This is an optimization exercise on Yosys and OpenROAD, whose aim is small area and few clock cycles per item, not a production implementation. Function was checked by simulation only, so behaviour that the tests miss may differ from the original.

Setup of north:
Design mant_mult_foil_pipe, start of the top module:
module mant_mult_foil_pipe
#(
  parameter int EW = 8,
  parameter int MW = 23,
  parameter int K  = 9
) (
  input  logic               clk,
  input  logic               rst,
  input  logic               in_valid,
  output logic               in_ready,
  input  logic [EW+MW-1:0]   a_operand,
  input  logic [EW+MW-1:0]   b_operand,
  input  logic               approx_en,
  output logic               out_valid,
  input  logic               out_ready,
  output logic               normalised,
  output logic [MW-1:0]      product_mantissa,
  output logic               round_carry
);
Size in the first run: roughly 26 flip-flops, ~94 I/O pins.
Settings: LEC_CHECK=0, CAP_MARGIN=20, CORE_MARGIN=2, CORE_UTILIZATION=40, SLEW_MARGIN=20, SYNTH_HIERARCHICAL=1, SYNTH_MINIMUM_KEEP_SIZE=0; clock period 12.0 ns.
standard.sh (not shown) runs the stock make flow with config.mk's settings and CLKGATE_MAP_FILE= SYNTH_SCRIPT=/design/flow/synth_recipe.tcl, a recipe that flattens the netlist after the stock synthesis.
==> flow/flow/run.sh <==
#!/bin/bash
# Standard layout, with the port buffers inserted as the smallest buffer
# (the resizer still upsizes or buffers them where timing or slew needs it).
export BUFFER_PORTS_ARGS="-buffer_cell sky130_fd_sc_hd__buf_1"
bash standard.sh > standard.log 2>&1
Testbench counts of north, summed over its fixed seeds: cycles 16,008, items 16,000.
## Diff of input files: south against north
-- flow/config.mk --
<<< north, line 8
export CAP_MARGIN = 20
export CORE_MARGIN = 2
export CORE_UTILIZATION = 40
export SLEW_MARGIN = 20
export SYNTH_HIERARCHICAL = 1
>>> south, line 8
export CAP_MARGIN = 20
export CORE_MARGIN = 2
export CORE_UTILIZATION = 60
export CTS_BUF_LIST = sky130_fd_sc_hd__clkbuf_8
export PLACE_DENSITY = 0.95
export SLEW_MARGIN = 20
export SYNTH_HIERARCHICAL = 1
--- outcome ---
north reports its startpoint of the most critical setup path as b_operand[21] while south reports b_operand[22]. Compared with north, south instantiates a smaller number of standard cells. Delta (south minus north): sequential cell count of the final layout saw little to no change; floorplan die height fell about 18%.
What east does differently from south at the input level:
==> flow/config.mk <==
export PLATFORM = sky130hd
export DESIGN_NAME = mant_mult_foil_pipe
export DESIGN_NICKNAME = mant_mult_foil_pipe
export VERILOG_FILES = /design/flow/design.v
export SDC_FILE = /design/flow/constraint.sdc
export NUM_CORES = 4
export LEC_CHECK = 0
export CAP_MARGIN = 0
export CORE_MARGIN = 2
export CORE_UTILIZATION = 40
export CTS_BUF_LIST = sky130_fd_sc_hd__clkbuf_8
export SLEW_MARGIN = 0
export SYNTH_HIERARCHICAL = 1
export SYNTH_MINIMUM_KEEP_SIZE = 0
Results
Compared with south, in east sequential share of layout area shows no meaningful change; wire length of the first global-routing pass shows an increase of about 0.8%.
Looking at cell area reported after detailed placement, east sits about 1.5% higher than south does.
Buffer count excluding the clock tree in the final layout (lower): east
On number of buffers and inverters on the critical path, the higher figure sits with south, not east.
Row minimum period implied by the final worst setup slack: east lower / south higher
On via count of the first global-routing pass, the higher figure sits with south, not east.
#### Input delta (west over east)
==> flow/config.mk <==
export PLATFORM = sky130hd
export DESIGN_NAME = mant_mult_foil_pipe
export DESIGN_NICKNAME = mant_mult_foil_pipe
export VERILOG_FILES = /design/flow/design.v
export SDC_FILE = /design/flow/constraint.sdc
export NUM_CORES = 4
export LEC_CHECK = 0
export CAP_MARGIN = 20
export CORE_MARGIN = 2
export CORE_UTILIZATION = 75
export CTS_BUF_LIST = sky130_fd_sc_hd__clkbuf_8
export SLEW_MARGIN = 20
export SYNTH_HIERARCHICAL = 1
export SYNTH_MINIMUM_KEEP_SIZE = 0
Notes after the runs:
Compared west vs east, and sum of routed wire length over all layers is down in west.
Going from east to west, cell count shrank by more than 10%.
From west to east, post-synthesis instance area did not move at all.
Site row count, west and east: lower on west
west vs east, minimum clock period after layout went up by 0.011 ns.
west vs east — global routing usage summed across all routing layers rose 20 points.
west has less setup slack than east.

## static timing again, ports no longer ideal
No port has a modelled driver above. Below, the same layouts with a new extraction and two added sets of constraints. Step 1 assumes that a clkbuf_16 drives the clock port and a buf_2 every other input. Step 2 adds t to the input delays and takes it off the output delays; t is the mean of the earliest and latest rising clock arrival at the registers after step 1. Input paths then give back, and output paths get back, about the clock's delay inside the block. Slacks: no drivers / after step 1 / after step 2; pairs: no drivers / after step 1.
run | t, ns | slack for setup (ns) | worst register clock-pin slew, ns
north | 0.305 | 0.622 / 0.635 / 0.330 | 0.07 / 0.07
south | 0.309 | 0.424 / 0.431 / 0.121 | 0.10 / 0.10
east | 0.323 | 0.597 / 0.600 / 0.277 | 0.10 / 0.10
west | 0.292 | 0.586 / 0.589 / 0.297 | 0.09 / 0.09
After both steps setup and hold are still met in every run listed. The setup slack of east, which loses most, moves by +0.003 ns with the drivers and by -0.320 ns with both steps.
